Source: an optimization exercise on an open RTL-to-GDS flow (aim: small area, a short achievable clock period and few clock cycles per item). Production flows keep margins and buffers that such runs may drop. Where RTL was checked, it was by simulation tests only, not by an equivalence proof against the original.

## the previous run
## muldiv_seq
module muldiv_seq (
   input  logic        clk,
   input  logic        rst,
   input  logic        start_i,
   input  logic [2:0]  op_i,
   input  logic [31:0] rs1_i,
   input  logic [31:0] rs2_i,
   input  logic        flush_i,
   output logic        stall_o,
   output logic        busy_o,
   output logic        done_o,
   output logic [31:0] result_o
);
Size in the first run: roughly 2100 cells after synthesis, about 110 I/O pins, about 0.016 mm² of cells after synthesis.
make LEC_CHECK=0 CAP_MARGIN=20 CORE_MARGIN=2 CORE_UTILIZATION=40 SETUP_SLACK_MARGIN=5 SLEW_MARGIN=20 finish   # period 11.0 ns
run.sh (not shown) runs the stock make flow with config.mk's settings and CLKGATE_MAP_FILE= SYNTH_SCRIPT=/design/flow/synth_recipe.tcl, a recipe that flattens the netlist after the stock synthesis.
What the current run does differently from the previous run at the input level:
- CELL_PAD_IN_SITES_GLOBAL_PLACEMENT newly set to 1
- CELL_PAD_IN_SITES_DETAIL_PLACEMENT newly set to 1
- PLACE_DENSITY newly set to 0.5
Notes after the runs:
- Between the previous run and the current run, the difference in instance area at placement is negligible.
- Comparing the previous run and the current run, area added between synthesis and finish is lower on the previous run.
- The current run: wire length about 12% above the previous run
- Relative to the previous run, the current run improves worst hold slack.
- From the previous run to the current run the numbers moved as follows: number of standard cells in the final layout excluding fillers was more or less identical, fmax went up by about 0.6%.
- The current run vs the previous run: clock tree cell share of total cell area down in the current run
Function was not checked in any run of this note: the RTL went through the layout flow alone.

---

== oak ==
Another version of the RTL of muldiv_seq (not shown whole).
Size: roughly 2600 cells after synthesis, roughly 100 flip-flops, roughly 110 I/O pins, roughly 15000 um^2 of cells after synthesis.
==> flow/design.v (excerpt) <==
module muldiv_seq (
   input  logic        clk,
   input  logic        rst,
   input  logic        start_i,
   input  logic [2:0]  op_i,
   input  logic [31:0] rs1_i,
   input  logic [31:0] rs2_i,
   input  logic        flush_i,
   output logic        stall_o,
   output logic        busy_o,
   output logic        done_o,
   output logic [31:0] result_o
);
clock: 11.0 ns
lec_check: 0
abc_area: 1
cap_margin: 20
cell_pad_in_sites_detail_placement: 1
cell_pad_in_sites_global_placement: 1
core_margin: 2
core_utilization: 40
place_density: 0.5
setup_slack_margin: 5
slew_margin: 20
tns_end_percent: 5
standard.sh (not shown) runs the stock make flow with config.mk's settings and CLKGATE_MAP_FILE= SYNTH_SCRIPT=/design/flow/synth_recipe.tcl, a recipe that flattens the netlist after the stock synthesis.
==> flow/flow/run.sh <==
#!/bin/bash
set -euo pipefail
export BUFFER_PORTS_ARGS="-buffer_cell sky130_fd_sc_hd__buf_1"
bash standard.sh > standard_flow.log 2>&1
oak completed every stage of the flow, and the final layout passed the timing, design-rule and antenna checks.
Testbench counts of oak, summed over its fixed seeds: cycles 20,153, items 2,400.
### oak -> pine
- CORE_UTILIZATION changed from 40 to 55
- PLACE_DENSITY changed from 0.5 to 0.65
--- outcome ---
pine: no failed stages, no open violations at the end. pine vs. oak: shortest clock period the worst path allows after layout saw an increase; final design utilization picked up an extra 17 points. Comparing oak with pine, the critical path data required time came out essentially unchanged. Global-route usage: higher on pine. As far as number of instances on the worst hold path goes, pine and oak are indistinguishable; the numbers are identical.
Input changes introduced in birch (baseline for comparison: pine):
- SETUP_SLACK_MARGIN: 5 -> 4.5
- PLACE_DENSITY: 0.65 -> 0.5
- CORE_UTILIZATION: 55 -> 40
[summary]
When birch is measured against pine, its chip height turns out 17% higher.
Taking pine as the reference, in birch total number of cells along the worst setup path went down, portion of the clock cycle consumed by the worst path in the final layout went up, setup slack at placement shows an increase of 0.021 ns.
Of the two values seen for timing startpoint of the critical path, rs1_i[15] was produced by pine and rs2_i[21] by birch.
Input changes introduced in maple (baseline for comparison: birch):
- ABC_AREA no longer set, was 1
- SETUP_SLACK_MARGIN now 5, was 4.5
## What came out
Comparing maple and birch, the lower synthesized cell count was measured on maple. Delta (maple minus birch): XOR/XNOR share of the synthesized area stayed essentially flat; worst hold slack after final layout fell by 0.057 ns; share of the clock period used by the worst path fell by 2.2 points. In the metrics for maple and birch, the one carrying the lower post-synthesis adder-cell area fraction is maple. Net total in the final layout is lower on maple. maple: no failed stages, no open violations at the end. What birch reported for post-layout instance area has to be multiplied by 1.08 to get the figure for maple.

---

job 1933:
muldiv_seq, a different RTL version from the one above (not shown whole).
For scale: about 2600 cells after synthesis, ~100 flip-flops, ~110 I/O pins, roughly 0.015 sq mm of cells after synthesis.
Settings: LEC_CHECK=0, ABC_AREA=1, CAP_MARGIN=20, CELL_PAD_IN_SITES_DETAIL_PLACEMENT=1, CELL_PAD_IN_SITES_GLOBAL_PLACEMENT=1, CORE_MARGIN=2, CORE_UTILIZATION=40, PLACE_DENSITY=0.5, SETUP_SLACK_MARGIN=5, SLEW_MARGIN=20; clock period 11.0 ns.
Scripts as last shown in full above: flow/flow/run.sh
Job 1933 finished end to end and its layout was clean on timing, DRC and antenna.
Testbench counts of job 1933, summed over its fixed seeds: cycles 20,153, items 2,400.
Input changes introduced in job 7278 (baseline for comparison: job 1933):
Settings: ABC_AREA removed (was 1).
### Flow results
- Global-route usage | job 7278 below job 1933
- The longest individual stage delay on the worst path reported for job 7278 is smaller than that of job 1933 by 0.08 ns.
- NOTE: core utilization in job 7278 exceeds that of job 1933
- Average routed wire per standard cell sits higher in job 7278 than in job 1933.
- Changes observed in job 7278 relative to job 1933: tap cell instance count picked up an extra 44, final period demand of the worst path saw an increase, depth of the critical timing path with buffers and inverters included went down 1.
- After synthesis and placement, the instance count of job 7278 is below that of job 1933.
- What job 1933 reported for total half-perimeter wirelength after legalization and detailed placement has to be multiplied by 0.941 to get the figure for job 7278.

---

## JK
muldiv_seq, a different RTL version from the one above (not shown whole).
For scale: roughly 2900 cells after synthesis, ~140 flip-flops, about 110 I/O pins, roughly 18000 um2 of cells after synthesis.
clock: 11.0 ns
lec_check: 0
abc_area: 1
cap_margin: 20
cell_pad_in_sites_detail_placement: 1
cell_pad_in_sites_global_placement: 1
core_margin: 2
core_utilization: 40
place_density: 0.5
setup_slack_margin: 5
slew_margin: 20
Scripts as last shown in full above: flow/flow/run.sh
Testbench counts of JK, summed over its fixed seeds: cycles 20,548, items 2,400.
Input changes introduced in MS (baseline for comparison: JK):
- ABC_AREA: 1 -> unset
==> flow/run.sh (new file) <==
#!/bin/bash
# synth_recipe.tcl (not shown) runs the flow's synth.tcl, then flattens the netlist and writes it again
# the make line also repeats each setting of config.mk as NAME=value (left out here)
make -C /OpenROAD-flow-scripts/flow DESIGN_CONFIG=/design/flow/config.mk WORK_HOME=/design/flow/orfs CLKGATE_MAP_FILE= SYNTH_SCRIPT=/design/flow/synth_recipe.tcl finish
removed: flow/flow/run.sh
removed: flow/standard.sh
[summary]
- When MS is set beside JK, its number of buffers inserted by post-CTS setup repair turns out to be 4 larger.
- Comparing critical path depth for MS and JK, the bigger number came from JK.
- MS | status: complete | timing, DRC, antenna: pass
- JK ended with every stage complete and zero timing, DRC or antenna violations.
- met4 as the top routing layer in use was reported by MS, and met5 by JK.
- The origin of the worst setup path comes out res_hi_q$_DFFE_PP_ in one run and mul_q$_DFFE_PN_ in the other, namely in MS and JK respectively.
- Utilization (lower): JK
- Taking JK as the reference, in MS fraction of final layout cells sized beyond drive strength 1 moved up, global placer's final weighted congestion moved down, post-route clock period utilization moved up.
Changes in AL relative to MS:
- an added ABC_AREA of 1
Notes after the runs:
- For MS, the uppermost layer routed was met4, unlike AL, where it was met5.
- Looking at smallest setup slack after layout across both flows, AL is the stronger of the two, with MS trailing.
- Changes observed in AL relative to MS: multiplexer share of the synthesized area has decreased, wire length of the first global-routing pass has increased.
- After detailed routing, MS needs less wire than AL.
- Against MS, synthesized cell count in AL rose by more than 10%.
- The post-synthesis instance area in AL sits about 0.45% above the value recorded for MS.
- Maximum fanout along the worst path (AL vs. MS) decreases slightly

## static timing again, ports no longer ideal
The results above use ideal ports. As a check the final layouts listed here were re-extracted and re-timed, cells and wires unchanged.
Step 1 (the two cells are an assumption about what drives the block):
set clk [get_ports {clk}]
set_driving_cell -lib_cell sky130_fd_sc_hd__clkbuf_16 $clk
set_driving_cell -lib_cell sky130_fd_sc_hd__buf_2 [delete_from_list [all_inputs] $clk]
Step 2 times the ports against the registers' clock, not the clock port: input delays grow and output delays shrink by t, the midpoint of the rising clock arrivals with the driver on.
Three values: no drivers, after step 1, after step 2; two values: the first two.
run	t, ns	setup WS [ns]	worst setup path after step 2	clock arrival spread, ns	worst register clock-pin slew, ns
the previous run	0.474	5.091 / 5.110 / 4.636	input to register	0.011 / 0.010	0.06 / 0.06
the current run	0.479	5.127 / 5.157 / 4.678	input to register	0.014 / 0.014	0.07 / 0.07
oak	0.433	5.017 / 5.040 / 4.607	input to register	0.009 / 0.009	0.08 / 0.08
pine	0.426	4.756 / 4.776 / 4.350	input to register	0.016 / 0.015	0.09 / 0.09
birch	0.437	4.628 / 4.659 / 4.222	input to register	0.008 / 0.008	0.08 / 0.08
maple	0.431	4.875 / 4.896 / 4.464	input to register	0.015 / 0.015	0.09 / 0.09
job 1933	0.436	5.004 / 5.030 / 4.594	input to register	0.007 / 0.008	0.08 / 0.08
job 7278	0.430	4.946 / 4.966 / 4.536	input to register	0.014 / 0.014	0.09 / 0.09
JK	0.546	5.175 / 5.175 / 4.698	input to register	0.019 / 0.019	0.08 / 0.08
MS	0.499	5.075 / 5.023 / 4.617	input to register	0.013 / 0.012	0.07 / 0.07
AL	0.513	5.172 / 5.172 / 4.750	input to register	0.016 / 0.016	0.08 / 0.08
After both steps setup and hold are still met in every run listed. For JK, which loses most, drivers alone change the setup slack by 0.000 ns; drivers and shift together by -0.477 ns.
